This is an optimization exercise on Yosys and OpenROAD, whose aim is a short achievable clock period and few clock cycles, not a production implementation. Function was checked by simulation only, so behaviour that the tests miss may differ from the original.

==> inputs of job 2765 <==
Design l1dTop, start of the top module:
module l1dTop #(
    parameter int         indexBits = 4,
    parameter logic [4:0] sourceId  = 5'd1
) (
    input  wire                                  clk,
    input  wire                                  rst_n,
    input  wire                                  reqValid,
    input  wire                                  reqWrite,
    input  wire  [l1dPkg::wordBits-1:0]          reqAddr,
    input  wire  [l1dPkg::wordBits-1:0]          reqWdata,
    output logic                                 respValid,
    output logic [l1dPkg::wordBits-1:0]          respRdata,
    output logic                                 respError,
    output logic                                 busy,
    output logic                                 aValid,
    input  wire                                  aReady,
    output logic [l1dPkg::wordBits-1:0]          aAddress,
    output logic [2:0]                           aOpcode,
    output logic [3:0]                           aSize,
    output logic [3:0]                           aMask,
    output logic [l1dPkg::wordBits-1:0]          aData,
    output logic [2:0]                           aParam,
    output logic [4:0]                           aSource,
    output logic                                 aCorrupt,
    input  wire                                  dValid,
    output logic                                 dReady,
    input  wire  [2:0]                           dOpcode,
    input  wire  [l1dPkg::wordBits-1:0]          dData,
    input  wire  [1:0]                           dParam,
    input  wire  [4:0]                           dSource,
    input  wire  [1:0]                           dSink,
    input  wire                                  dDenied,
    input  wire                                  dCorrupt,
    input  wire  [3:0]                           dSize
);
export LEC_CHECK = 0
export CAP_MARGIN = 20
export CORE_MARGIN = 2
export CORE_UTILIZATION = 40
export SETUP_SLACK_MARGIN = 2.3
export SLEW_MARGIN = 20
export TNS_END_PERCENT = 100
create_clock -name core_clock -period 4.5 [get_ports {clk}]
standard.sh (not shown) runs the stock make flow with config.mk's settings and CLKGATE_MAP_FILE= SYNTH_SCRIPT=/design/flow/synth_recipe.tcl, a recipe that flattens the netlist after the stock synthesis.
==> flow/flow/run.sh <==
#!/bin/bash
# Layout flow: the standard flow (standard synthesis, then ORFS from floorplan to finish),
# except that the port buffers are plain sky130_fd_sc_hd__buf_4 cells instead of the delay
# cells buffer_ports picks by default, which the resizer then leaves slow on every port path.
set -euo pipefail
bash standard.sh synth > synth.log 2>&1
bash standard.sh BUFFER_PORTS_ARGS="-buffer_cell sky130_fd_sc_hd__buf_4" finish > layout.log 2>&1
==> inputs of job 9704, as changes to job 2765 <==
--- a/flow/design.v
+++ b/flow/design.v
@@ -67,26 +67,30 @@
     localparam int jOldVal = jOldDty + 1;
     localparam int jPut    = jOldVal + 1;
     localparam int jobBits = jPut + 1;
     typedef logic [jobBits-1:0] job_t;
     logic [lines-1:0]   validQ;
     logic [lines-1:0]   dirtyQ;
     logic [lines-1:0]   pendQ;                           
-    logic [tagBits-1:0] tagQ  [lines];
+    logic [tagBits-1:0] tagQ  [lines];                   
+    logic [tagBits-1:0] tagNS [lines];                   
+    logic [tagBits-1:0] tagN  [lines];
     logic [wb-1:0]      dataQ [lines];
     qPtr                rHead, rTail;
     logic [qLen-1:0]    rUsed;                           
     logic [qLen-1:0]    rReady;                          
     logic [qLen-1:0]    rErr;
     logic [wb-1:0]      rData [qLen];
     logic               cActive;
     job_t               cJob;
     logic [lines-1:0]   cSel;                            
     job_t               wJob [qLen];
     qPtr                wHead, wTail;
+    logic [qLen-1:0]    wTailSel;                        
+    logic [qLen-1:0]    wNextSel;                        
     logic [qLen-1:0]    wUsed;                           
     logic                 bValid;
     logic                 bConf;                         
     logic                 bRedoRead;                     
     logic                 bRedoCmp;                      
     logic                 bFix;                          
     logic                 bTagEqP;                       
@@ -109,16 +113,18 @@
     logic                 stay;                          
     logic                 go;
     logic                 lHit;
     logic                 lMiss;
     logic [indexBits-1:0] rIdx;
     logic [tagBits-1:0]   rTag;
     logic [lines-1:0]     inMatch;
-    assign accept = reqValid && !busy;
-    assign go     = bValid && !bConf;
+    logic ready;                                         
+    assign accept = reqValid && ready;
+    logic                 bGo;                           
+    assign go     = bGo;
     assign stay   = bValid && bConf;
     assign lHit   = go && bHit;
     assign lMiss  = go && !bHit;
     logic [lines-1:0]     rSel;
     assign rIdx = reqAddr[indexBits+1:2];
     assign rTag = reqAddr[wb-1:indexBits+2];
     always_comb
@@ -204,15 +210,15 @@
                 rdVDty = rdVDty | dirtyQ[i];
                 rdVTag = rdVTag | tagQ[i];
                 rdData = rdData | dataQ[i];
             end
     end
     assign confIn = (pendQ[rIdx] && !settle[rIdx] && !(fValid && !fFault && fSel[rIdx]))
                     || (lMiss && bIdx == rIdx);
-    assign confB  = pendQ[bIdx] && !settle[bIdx];
+    assign confB  = |(pendQ & ~settle & bSel);
     always_comb
     begin
         if (stay)
         begin
             bValidNext = 1'b1;
             bConfNext  = bRedoRead || (!bRedoCmp && confB);
         end
@@ -224,23 +230,25 @@
     end
     always_ff @(posedge clk or negedge rst_n)
     begin
         if (!rst_n)
         begin
             bValid    <= 1'b0;
             bConf     <= 1'b0;
+            bGo       <= 1'b0;
             bRedoRead <= 1'b0;
             bRedoCmp  <= 1'b0;
             bFix      <= 1'b0;
         end
         else
         begin
             bFix      <= !stay && lMiss && (bIdx == rIdx);
             bValid    <= bValidNext;
             bConf     <= bConfNext;
+            bGo       <= bValidNext && !bConfNext;
             if (stay)
             begin
                 bRedoRead <= !bRedoRead && !bRedoCmp && fValid && fFault && |(fSel & bSel);
                 bRedoCmp  <= bRedoRead;
             end
             else
             begin
@@ -329,21 +337,28 @@
                 end
                 if (go && bSel[i] && !bHit)
                     pendQ[i] <= 1'b1;
                 else if (fValid && fSel[i])
                     pendQ[i] <= 1'b0;
             end
     end
-    always_ff @(posedge clk)
+    always_comb
         for (int i = 0; i < lines; i++)
         begin
+            tagN[i] = ~tagNS[i];
             if (go && bSel[i] && !bHit)
-                tagQ[i] <= bTag;
+                tagN[i] = bTag;
             else if (fValid && fFault && fSel[i])
-                tagQ[i] <= fOldTag;
+                tagN[i] = fOldTag;
+        end
+    always_ff @(posedge clk)
+        for (int i = 0; i < lines; i++)
+        begin
+            tagQ[i]  <= tagN[i];
+            tagNS[i] <= ~tagN[i];
             if (go && bSel[i] && bWrite)
                 dataQ[i] <= bWdata;
             else if (fValid && fWrData && fSel[i])
                 dataQ[i] <= fData;
         end
     job_t bJob;                                          
     assign bJob = {bVVal && bVDty, bVVal, bVDty, bVTag, lineData, bSel, bIdx, bTag, bWrite, bRob};
@@ -354,69 +369,91 @@
     logic pop;
     assign busFree  = !cActive || jobEnd;
     assign fromWait = jobEnd && wUsed[0];
     assign fromLook = lMiss && busFree && !wUsed[0];
     assign push     = lMiss && !fromLook;
     assign pop      = fromWait;
     always_ff @(posedge clk)
-        wJob[wTail] <= bJob;
+        for (int e = 0; e < qLen; e++)
+            if (wTailSel[e])
+                wJob[e] <= bJob;
     always_ff @(posedge clk or negedge rst_n)
     begin
         if (!rst_n)
         begin
             wHead   <= '0;
             wTail   <= '0;
+            wTailSel <= qLen'(1);
+            wNextSel <= qLen'(2);
             wUsed   <= '0;
             cActive <= 1'b0;
         end
         else
         begin
             if (push)
-                wTail <= wTail + qPtr'(1);
+            begin
+                wTail    <= wTail + qPtr'(1);
+                wTailSel <= {wTailSel[qLen-2:0], wTailSel[qLen-1]};
+            end
             if (pop)
-                wHead <= wHead + qPtr'(1);
+            begin
+                wHead    <= wHead + qPtr'(1);
+                wNextSel <= {wNextSel[qLen-2:0], wNextSel[qLen-1]};
+            end
             if (push && !pop)
                 wUsed <= {wUsed[qLen-2:0], 1'b1};
             else if (pop && !push)
                 wUsed <= {1'b0, wUsed[qLen-1:1]};
             if (fromWait || fromLook)
                 cActive <= 1'b1;
             else if (jobEnd)
                 cActive <= 1'b0;
         end
     end
     logic [wb-1:2] aAddrQ;
     job_t          nJob;
     job_t          hJob;
+    job_t          wNextJob;
+    always_comb
+    begin
+        wNextJob = '0;
+        for (int e = 0; e < qLen; e++)
+            if (wNextSel[e])
+                wNextJob = wNextJob | wJob[e];
+    end
     always_ff @(posedge clk)
         if (pop)
-            hJob <= wUsed[1] ? wJob[wHead + qPtr'(1)] : bJob;
+            hJob <= wUsed[1] ? wNextJob : bJob;
         else if (!wUsed[0])
             hJob <= bJob;
     assign nJob = wUsed[0] ? hJob : bJob;
+    logic          aValidI;
+    logic          aValidN;
+    assign aValidN = (fromWait || fromLook || putOk) || (aValidI && !aReady);
     always_ff @(posedge clk or negedge rst_n)
     begin
         if (!rst_n)
-            aValid <= 1'b0;
-        else if (fromWait || fromLook || putOk)
-            aValid <= 1'b1;
-        else if (aReady)
-            aValid <= 1'b0;
-    end
-    logic          isGetS;
-    logic [wb-1:2] aAddrS;
-    logic [wb-1:0] aDataS;
+            aValidI <= 1'b0;
+        else
+            aValidI <= aValidN;
+    end
+    always_ff @(posedge clk)
+        aValid <= aValidN;
+    logic          isGetNS;
+    logic [wb-1:2] aAddrNS;
+    logic [wb-1:0] aDataNS;
+    logic          aOpQ;
     logic          isGetN;
     logic [wb-1:2] aAddrN;
     logic [wb-1:0] aDataN;
     always_comb
     begin
-        isGetN = isGetS;
-        aAddrN = aAddrS;
-        aDataN = aDataS;
+        isGetN = !isGetNS;
+        aAddrN = ~aAddrNS;
+        aDataN = ~aDataNS;
         if (putOk)
         begin
             isGetN = 1'b1;
             aAddrN = {cJob[jTag +: tagBits], cJob[jIdx +: indexBits]};
         end
         else if (busFree)
         begin
@@ -425,69 +462,69 @@
                                 : {nJob[jTag +: tagBits], nJob[jIdx +: indexBits]};
             aDataN = nJob[jOldDat +: wb];
         end
     end
     always_ff @(posedge clk or negedge rst_n)
     begin
         if (!rst_n)
-        begin
             isGetQ <= 1'b0;
-            aAddrQ <= '0;
-            aData  <= '0;
-        end
         else
-        begin
             isGetQ <= isGetN;
-            aAddrQ <= aAddrN;
-            aData  <= aDataN;
-        end
     end
     always_ff @(posedge clk)
     begin
-        isGetS <= isGetN;
-        aAddrS <= aAddrN;
-        aDataS <= aDataN;
+        aOpQ    <= isGetN;
+        aAddrQ  <= aAddrN;
+        aData   <= aDataN;
+        isGetNS <= !isGetN;
+        aAddrNS <= ~aAddrN;
+        aDataNS <= ~aDataN;
         if (!putOk && busFree)
         begin
             cJob   <= nJob;
             cSel   <= nJob[jSel +: lines];
         end
     end
     logic respNow;
     assign respNow = rUsed[0] && rReady[rHead];
+    logic busyN;
+    assign busyN = (bValidNext && bConfNext) || rUsed[qLen-1] || (rUsed[qLen-2] && accept);
+    always_ff @(posedge clk)
+    begin
+        respValid <= respNow;
+        busy      <= busyN;
+    end
     always_ff @(posedge clk or negedge rst_n)
     begin
         if (!rst_n)
         begin
             rHead     <= '0;
             rTail     <= '0;
             rUsed     <= '0;
             rReady    <= '0;
-            respValid <= 1'b0;
-            busy      <= 1'b0;
+            ready     <= 1'b1;
         end
         else
         begin
             if (accept)
                 rTail <= rTail + qPtr'(1);
             if (respNow)
                 rHead <= rHead + qPtr'(1);
             if (accept && !respNow)
                 rUsed <= {rUsed[qLen-2:0], 1'b1};
             else if (respNow && !accept)
                 rUsed <= {1'b0, rUsed[qLen-1:1]};
-            busy   <= (bValidNext && bConfNext) || rUsed[qLen-1] || (rUsed[qLen-2] && accept);
+            ready  <= !busyN;
             for (int e = 0; e < qLen; e++)
             begin
                 if (respNow && rHead == e)
                     rReady[e] <= 1'b0;
                 else if ((lHit && bRob[e]) || (jobEnd && cJob[jRob + e]))
                     rReady[e] <= 1'b1;
             end
-            respValid <= respNow;
         end
     end
     always_ff @(posedge clk)
     begin
         for (int e = 0; e < qLen; e++)
         begin
             if (bValid && bRob[e])
@@ -502,15 +539,15 @@
                 rErr[e]  <= fault;
             end
         end
         respRdata <= rData[rHead];
         respError <= rErr[rHead];
     end
     assign aAddress = {aAddrQ, 2'b00};
-    assign aOpcode  = isGetQ ? l1dPkg::opGet : l1dPkg::opPut;
+    assign aOpcode  = aOpQ ? l1dPkg::opGet : l1dPkg::opPut;
     assign aSize    = l1dPkg::sizeWord;
     assign aMask    = 4'hf;
     assign aParam   = 3'd0;
     assign aSource  = sourceId;
     assign aCorrupt = 1'b0;
     assign dReady   = 1'b1;
 endmodule
==> summary of the runs <==
Against job 9704, the routed wire length of job 2765 is smaller by 0.80%. In job 9704 the cell count is larger than in job 2765, by 16%. In job 9704 the first-iteration DRC count is smaller than in job 2765, by 9.7%. Core utilization: job 9704 is lower than job 2765 (2.4 points). Non-clock buffer count: job 2765 is higher than job 9704 (294).
Testbench counts of job 2765, summed over its fixed seeds: cycles 13,055.
Testbench counts of job 9704, summed over its fixed seeds: cycles 13,055.

[re-timing with driven ports]
In the flow no input, the clock included, has a driving cell. The finished layouts below were timed again as built, in two steps. Step 1: set_driving_cell puts a clkbuf_16 on clk and a buf_2 on each other input, an assumption about the parent block. Step 2, shift: input delay + t, output delay - t, t = (earliest + latest rising clock arrival at the registers) / 2. This alone moves slack from input paths to output paths. Slacks: ideal ports / drivers / drivers and shift; pairs: ideal ports / drivers.
run	shift t [ns]	setup WS [ns]	hold WS [ns]	worst data-port slew with drivers (ns)	pins driven straight from the clock port
job 2765	1.003	1.361 / 1.361 / 0.629	0.050 / -0.038 / 0.347	0.37	1
job 9704	1.049	2.067 / 1.974 / 0.925	0.110 / 0.033 / 0.339	0.27	1
After both steps every run listed still meets setup and hold. The setup slack of job 9704, which loses most, moves by -0.093 ns with the drivers and by -1.142 ns with both steps.
